This design comes from an exercise in tuning for small area and a short achievable clock period on the open sky130 flow, not from production work.
Only simulation tests tie the RTL to the original design; equivalence was not proved.
Power figures rest on the tool's default switching activity, not on a simulated workload.

`flow/config.mk`:
```
export PLATFORM = sky130hd
export DESIGN_NAME = bpred_btb
export DESIGN_NICKNAME = bpred_btb
export VERILOG_FILES = /design/flow/design.v
export SDC_FILE = /design/flow/constraint.sdc
export NUM_CORES = 4
export LEC_CHECK = 0
export CAP_MARGIN = 20
export CORE_MARGIN = 2
export CORE_UTILIZATION = 40
export SLEW_MARGIN = 20
```
`flow/constraint.sdc`:
```
create_clock -name core_clock -period 6.5 [get_ports {clk}]
set_input_delay 1.3000 -clock core_clock [delete_from_list [all_inputs] [get_ports {clk}]]
set_output_delay 1.3000 -clock core_clock [all_outputs]
set_load 0.01 [all_outputs]
```
`flow/design.v`:
```
package bpred_pkg;
    localparam int MAX_TAG_BITS = 8;
    localparam int MAX_CTR_BITS = 2;
    localparam int MAX_XLEN     = 32;
    typedef logic [MAX_CTR_BITS-1:0] ctr_t;
    typedef struct packed {
        logic                    valid;
        logic [MAX_TAG_BITS-1:0] tag;
        logic [MAX_XLEN-1:0]     target;
        ctr_t                    ctr;
    } btb_entry_t;
    typedef enum logic [1:0] {
        CTR_INC      = 2'd0,
        CTR_DEC      = 2'd1,
        CTR_SET_MAX  = 2'd2,
        CTR_SET_WEAK = 2'd3
    } ctr_op_e;
    function automatic logic [MAX_CTR_BITS-1:0] ctr_max(input int bits);
        ctr_max = (1 << bits) - 1;
    endfunction
    function automatic logic [MAX_CTR_BITS-1:0] ctr_weak_t(input int bits);
        ctr_weak_t = 1 << (bits - 1);
    endfunction
    function automatic logic [MAX_CTR_BITS-1:0] ctr_weak_nt(input int bits);
        ctr_weak_nt = (1 << (bits - 1)) - 1;
    endfunction
    function automatic logic [MAX_CTR_BITS-1:0] ctr_sat(input logic [MAX_CTR_BITS-1:0] ctr,
                                                         input logic inc, input int bits);
        if (inc) begin
            ctr_sat = (ctr == ctr_max(bits)) ? ctr : ctr + 1'b1;
        end else begin
            ctr_sat = (ctr == '0) ? ctr : ctr - 1'b1;
        end
    endfunction
    function automatic logic [7:0] pc_index(input logic [MAX_XLEN-1:0] pc, input int idx_bits);
        logic [MAX_XLEN-1:0] masked;
        masked   = (pc >> 2) & ((64'd1 << idx_bits) - 64'd1);
        pc_index = masked[7:0];
    endfunction
    function automatic logic [MAX_TAG_BITS-1:0] pc_tag(input logic [MAX_XLEN-1:0] pc,
                                                       input int idx_bits,
                                                       input int tag_bits);
        logic [MAX_XLEN-1:0]     shifted;
        logic [MAX_TAG_BITS-1:0] one;
        shifted = pc >> (idx_bits + 2);
        one     = 1;
        pc_tag  = shifted[MAX_TAG_BITS-1:0] & ((one << tag_bits) - one);
    endfunction
endpackage
module bpred_sat_ctr
#(
    parameter int CTR_BITS = 2
) (
    input  logic [CTR_BITS-1:0] ctr_cur,
    input  bpred_pkg::ctr_op_e  op,
    output logic [CTR_BITS-1:0] ctr_next
);
    bpred_pkg::ctr_t cur_ext;
    bpred_pkg::ctr_t nxt_ext;
    always_comb begin
        cur_ext = ctr_cur;
        nxt_ext = cur_ext;
        unique case (op)
            bpred_pkg::CTR_INC:      nxt_ext = bpred_pkg::ctr_sat(cur_ext, 1'b1, CTR_BITS);
            bpred_pkg::CTR_DEC:      nxt_ext = bpred_pkg::ctr_sat(cur_ext, 1'b0, CTR_BITS);
            bpred_pkg::CTR_SET_MAX:  nxt_ext = bpred_pkg::ctr_max(CTR_BITS);
            bpred_pkg::CTR_SET_WEAK: nxt_ext = bpred_pkg::ctr_weak_t(CTR_BITS);
            default:      nxt_ext = cur_ext;
        endcase
        ctr_next = nxt_ext[CTR_BITS-1:0];
    end
endmodule
module bpred_btb
#(
    parameter int ENTRIES  = 32,
    parameter int TAG_BITS = 8,
    parameter int CTR_BITS = 2,
    parameter int XLEN     = 32
) (
    input  logic            clk,
    input  logic            reset,
    input  logic [XLEN-1:0] lookup_pc,
    output logic            pred_hit,
    output logic            pred_taken,
    output logic [XLEN-1:0] pred_target,
    input  logic            upd_valid,
    input  logic [XLEN-1:0] upd_pc,
    input  logic            upd_taken,
    input  logic            upd_is_jump,
    input  logic [XLEN-1:0] upd_target,
    input  logic            upd_pred_taken,
    input  logic [XLEN-1:0] upd_pred_target,
    input  logic            flush_all,
    output logic [31:0]     perf_updates,
    output logic [31:0]     perf_mispredicts
);
    localparam int IDX_BITS = $clog2(ENTRIES);
    localparam int VALID_BIT  = bpred_pkg::MAX_TAG_BITS + bpred_pkg::MAX_XLEN + bpred_pkg::MAX_CTR_BITS;
    localparam int ENTRY_BITS = VALID_BIT + 1;
    localparam bpred_pkg::btb_entry_t RESET_ENTRY = {
        1'b0,
        {bpred_pkg::MAX_TAG_BITS{1'b0}},
        {bpred_pkg::MAX_XLEN{1'b0}},
        bpred_pkg::ctr_weak_nt(CTR_BITS)
    };
    logic [ENTRIES-1:0][ENTRY_BITS-1:0] entries;
    logic [ENTRIES-1:0][ENTRY_BITS-1:0] entries_next;
    logic [IDX_BITS-1:0]     lk_idx;
    logic [bpred_pkg::MAX_TAG_BITS-1:0] lk_tag;
    logic [IDX_BITS-1:0]     upd_idx;
    logic [bpred_pkg::MAX_TAG_BITS-1:0] upd_tag;
    logic                    upd_hit;
    logic                    upd_write;
    logic                    mispredict;
    bpred_pkg::ctr_op_e                 ctr_op;
    logic [CTR_BITS-1:0]     ctr_next;
    bpred_pkg::btb_entry_t              upd_entry;
    bpred_pkg::btb_entry_t              lk_entry;
    bpred_pkg::btb_entry_t              upd_cur;
    always_comb begin
        lk_idx      = bpred_pkg::pc_index(lookup_pc, IDX_BITS);
        lk_tag      = bpred_pkg::pc_tag(lookup_pc, IDX_BITS, TAG_BITS);
        lk_entry    = entries[lk_idx];
        pred_hit    = lk_entry.valid && (lk_entry.tag == lk_tag);
        pred_taken  = pred_hit && lk_entry.ctr[CTR_BITS-1];
        pred_target = pred_hit ? lk_entry.target[XLEN-1:0] : '0;
    end
    always_comb begin
        upd_idx = bpred_pkg::pc_index(upd_pc, IDX_BITS);
        upd_tag = bpred_pkg::pc_tag(upd_pc, IDX_BITS, TAG_BITS);
        upd_cur = entries[upd_idx];
        upd_hit = upd_cur.valid && (upd_cur.tag == upd_tag);
        if (upd_is_jump) begin
            ctr_op = bpred_pkg::CTR_SET_MAX;
        end else if (!upd_hit) begin
            ctr_op = bpred_pkg::CTR_SET_WEAK;
        end else if (upd_taken) begin
            ctr_op = bpred_pkg::CTR_INC;
        end else begin
            ctr_op = bpred_pkg::CTR_DEC;
        end
        upd_write  = upd_valid && !flush_all && (upd_hit || upd_taken);
        mispredict = upd_valid && ((upd_taken != upd_pred_taken) ||
                                   (upd_taken && (upd_target != upd_pred_target)));
    end
    bpred_sat_ctr #(
        .CTR_BITS (CTR_BITS)
    ) u_sat_ctr (
        .ctr_cur  (upd_cur.ctr[CTR_BITS-1:0]),
        .op       (ctr_op),
        .ctr_next (ctr_next)
    );
    always_comb begin
        upd_entry       = upd_cur;
        upd_entry.valid = 1'b1;
        upd_entry.tag   = upd_tag;
        if (upd_is_jump || upd_taken) begin
            upd_entry.target = upd_target;
        end
        upd_entry.ctr = ctr_next;
    end
    always_comb begin
        entries_next = entries;
        if (flush_all) begin
            for (int i = 0; i < ENTRIES; i++) begin
                entries_next[i][VALID_BIT] = 1'b0;
            end
        end else if (upd_write) begin
            entries_next[upd_idx] = upd_entry;
        end
    end
    always_ff @(posedge clk or posedge reset) begin
        if (reset) begin
            entries          <= {ENTRIES{RESET_ENTRY}};
            perf_updates     <= '0;
            perf_mispredicts <= '0;
        end else begin
            entries <= entries_next;
            if (upd_valid) begin
                perf_updates <= perf_updates + 32'd1;
            end
            if (mispredict) begin
                perf_mispredicts <= perf_mispredicts + 32'd1;
            end
        end
    end
endmodule
```
`flow/run.sh`:
```
#!/bin/bash
# synth_recipe.tcl (not shown) runs the flow's synth.tcl, then flattens the netlist and writes it again
# the make line also repeats each setting of config.mk as NAME=value (left out here)
make -C /OpenROAD-flow-scripts/flow DESIGN_CONFIG=/design/flow/config.mk WORK_HOME=/design/flow/orfs CLKGATE_MAP_FILE= SYNTH_SCRIPT=/design/flow/synth_recipe.tcl finish
```
==> run summary <==
placed cells by master (no fill, tap or decap), types with 44 or more instances in the layout:
cell	Yosys	final
dfrtp_1	1408	1408
mux4_2	680	680
o21ai_0	64	61
mux2_1	165	165
nand3_1	46	45
a22o_1	74	74
clkbuf_16	0	161
xnor2_1	68	68
buf_12	0	46
a32o_1	50	50
xor2_1	44	44
nor2_1	164	161
buf_4	24	176
clkdlybuf4s50_1	0	183
o2bb2ai_1	888	888
nand2_1	301	301
o221ai_1	51	51
mux2i_1	269	269
mux2_2	177	177
a21oi_1	56	56
critical path: cells and delay by family:
family                 cells  cell delay [ps]
AND/OR/NAND/NOR            3              460
XOR/XNOR                   1              150
multiplexers               3             1410
buffers and inverters      5             1540
cells by family (layout without fill, tap and decap cells):
| group | count (synthesis) | count (layout) | synth area share [%] |
|---|---|---|---|
| mux | 1291 | 1291 | 28.87 |
| xor+xnor | 112 | 112 | 1.295 |
| flops | 1440 | 1440 | 47.64 |
| simple gates | 596 | 596 | 3.344 |
| other cells | 0 | 9 | 0 |
| fa+ha+maj | 6 | 6 | 0.09913 |
| buf+inv | 619 | 734 | 3.610 |
| compound gates | 1368 | 1368 | 15.15 |
cell type report:
type | count | area (um2) | area share (%)
clock inverter | 40 | 485.5 | 0.5646
inverter | 39 | 151.4 | 0.1761
timing repair buffer | 414 | 4213 | 4.900
sequential | 1440 | 36070 | 41.96
multi-input combinational | 3373 | 37200 | 43.27
antenna | 9 | 22.52 | 0.02619
clock buffer | 241 | 4710 | 5.477
tap | 2495 | 3122 | 3.631
state kept, by name (all words and copies together) (netlist names):
signal,flops
perf_updates,32
entries,1376
perf_mispredicts,32
layer usage:
layer / global-route usage [%] / wire, um
met1: 40.42 / 113400
met2: 44.55 / 127700
met3: 6.987 / 29100
met4: 15.33 / 16840
met5: 0 / 29
report_power, final:
group | internal (uW) | total [uW] | switching (uW)
clock network | 5250 | 9180 | 3930
registers | 9860 | 10600 | 720
logic | 1840 | 3590 | 1750
worst min-delay path by stage:
| stage | endpoint | slack (ps) | startpoint | cells after the start |
|---|---|---|---|---|
| finish | perf_updates[31] | 480 | perf_updates[31] | 1 |
| global route | perf_mispredicts[31] | 490 | perf_mispredicts[31] | 1 |
| CTS | perf_mispredicts[31] | 470 | perf_mispredicts[31] | 1 |
| detailed placement | perf_mispredicts[31] | 470 | perf_mispredicts[31] | 1 |
| global placement | perf_mispredicts[31] | 460 | perf_mispredicts[31] | 1 |
| floorplan | entries[101] | 470 | entries[101] | 1 |
per-stage QoR:
step                      power [uW]  instance area (um2)
after global placement         14170                80730
after global routing           24150                85960
after detailed placement       14270                80760
after CTS                      23410                85960
after floorplan                13070                75730
final                          23360                85980
==> qor_table.md <==
| Step | Item | Reported |
| --- | --- | --- |
| run status | Outcome | finished clean |
| global route | Pin count of the biggest net entering global routing | 166 |
| setup path | Slowest stage delay, CP | 550 ps |
| logic synthesis | Sequential cell area fraction in the yosys report | 47.64% |
| logic synthesis | Library cell occupying the most area in the post-synthesis netlist | dfrtp_1 |
| setup path | Setup crit end | pred_target[10] |
| logic synthesis | Post-Synthesis Net Count | 5573 |
| timing | Minimum hold slack | 480.8 ps |
| timing | Sum of negative setup slack | 0 ps |
| cts | Clk latency of the worst-skew pair | 820 ps |
| setup path | Cell-by-cell trace of the critical path | buf_8, buf_4, mux4_2, mux4_2, mux2i_1, xnor2_1, nor4_1, buf_4, nand3_4, buf_4, nor2_1, clkdlybuf4s50_1 |
| logic synthesis | Post-synthesis instance area | 75730 um2 |
| logic synthesis | Mean instance size in the synthesized netlist | 13.94 um2 |
| logic synthesis | Total number of yosys warnings | 2 |
| setup path | Arrival time of data at the critical path endpoint | 4910 ps |
| cts | Cell chosen for the clock root | clkbuf_16 |
| logic synthesis | Most numerous cell in the Yosys netlist | dfrtp_1 |
| floorplan | Die boundary height | 439.1 um |
| global route | Overall fraction of global-route tracks in use | 29.75% |
| setup path | R2r worst-path depth | 10 |
| setup path | RR Startpoint | entries[598] |
| cts | Clock sink count | 1440 |
| logic synthesis | Count of different cell masters after synthesis | 54 |
| place | Sum of net half-perimeters after detailed placement | 161.7 mm |
| cts | Clock transition time at the flip-flop clock pins of the worst setup and hold paths | 60 ps |
| timing | Achievable Freq | 161.0 MHz |
| timing | Worst clock skew | 36.53 ps |
| global route | Initial antenna violation count | 7 |
| power | Leakage component of the power | 0.03547 uW |
| cts | Maximum clock insertion buffer count | 3 |
| place | Count of input and output buffers | 194 |
| timing | Hold Vio Cnt, Final | 0 |
| layout | Final Util | 45.73% |
| layout | Fraction of layout cells with a size suffix above 1 | 25.24% |
| logic synthesis | Cell types with the largest area share after synthesis | dfrtp_1, mux4_2, o2bb2ai_1 |
| logic synthesis | Ranking of synthesized cells by instance count | dfrtp_1, o2bb2ai_1, mux4_2, nand2_1, clkbuf_1 |
| drt | Wire length reported by the detailed router | 287.1 mm |
| power | Power per unit of standard cell area | 271.7 nW/um2 |
| cts | Clock tree from TritonCTS | done |
| cts | Post-cts gate resize count | 0 |
| logic synthesis | Post-synth ARST share | 100.0% |
| global route | Leftover overflow at the end of global routing | 0 |
| timing | Minimum setup slack in the final design | 290.0 ps |
| cts | H-Tree Depth | 4 |
| layout | Number of filler cells placed in the layout | 16.51k |
| drt | Number of nets with antenna violations after detailed routing | 0 |
| floorplan | Core footprint | 188000 um2 |
| setup path | Cell with the biggest individual delay on the critical path | clkdlybuf4s50_1 |
| logic synthesis | Number of standard cells after synthesis | 5432 |
| timing | Tightest Pin Transition | 1201 ps |
| floorplan | Width of the die | 439.1 um |
| logic synthesis | Count of flip-flops with a built-in enable after synthesis | 0 |
| floorplan | Number of placement rows | 159 |
| drt | Pre-Repair DR Iteration Count | 6 |
| logic synthesis | Synthesized flop and latch total | 1440 |
| setup path | Worst reg-to-reg setup slack | 2390 ps |
| place | Pre-CTS setup slack | 306.2 ps |
| drt | Drc violations | 0 |
| worst hold path | Worst min-delay path category | register to register |
| layout | Area overhead of the layout relative to synthesis | 13.54% |
| drt | Number of DRC markers in iteration 0 | 6722 |
| logic synthesis | Top cell type's share of synthesized area | 46.53% |
| floorplan | Initial standard-cell utilization of the core | 40.28% |
| drt | Number of vias in the routed layout | 55.56k |
| setup path | Critical Path RT | 5200 ps |
| setup path | Maximum net fanout on the critical path | 19 |
| drt | WL/cell | 35.66 um |
| setup path | Kind of critical path | input pin to output pin |
| floorplan | Die outline area | 192800 um2 |
| timing | Final slew viol count | 0 |
| timing | Worst-case headroom to the max-slew limit | 19.92% |
| power | Worst IR drop on VDD | 0.1644 mV |
| layout | Layout Nets | 5568 |
| setup path | CP most frequent cell | buf_4 |
| setup path | Endpoint of the worst-slack reg-to-reg timing path | entries[886] |
| timing | Number of setup violations in the final report | 0 |
| global route | Via count of the first global-routing pass | 56.46k |
| place | Gpl congestion | 0.8567 |
| flow run | Count of max-cap constraint violations | 0 |
| setup path | Kind of launch point of the worst setup path | input pin |
| place | Cell count after placement | 7761 |
| setup path | Endpoint type of the worst setup path | output pin |
| setup path | Setup crit start | lookup_pc[2] |
| floorplan | Count of boundary I/O pins | 233 |
| timing | Post-route clock period utilization | 95.54% |
| timing | Final Critical Period | 6210 ps |
| drt | Per-cell via count in the routed design | 6.901 |
| cts | Number of clock buffers inserted by TritonCTS | 159 |
| cts | Buffers inserted by post-CTS timing repair | 0 |
| global route | First-pass GRT wire length | 416.5 mm |
| cts | Number of hold buffers added after CTS | 0 |
| timing | RSZ-0062 raised after global routing | false |
| layout | Number of standard cells in the final layout excluding fillers | 8051 |
| logic synthesis | Main flop type after synthesis | dfrtp_1 |

-- afterwards: timing with drivers on the ports --
The results above use ideal ports. As a check the final layout listed here was re-extracted and re-timed, cells and wires unchanged.
Step 1: set_driving_cell puts a clkbuf_16 on clk and a buf_2 on each other input, an assumption about the parent block.
Step 2 also shifts input and output timing later by t, the mid clock arrival at the registers, as if the neighbouring blocks saw the same clock.
Three values: ideal, step 1, step 2; two values: the first two.
t (ns): 0.889
slack for setup (ns): 0.290 / 0.205 / 0.205
worst hold slack (ns): 0.481 / 0.481 / 0.481
cell pins on the clock port's net: 1
After both steps this run still meets setup and hold. For this run, drivers alone change the setup slack by -0.085 ns; drivers and shift together by -0.085 ns.
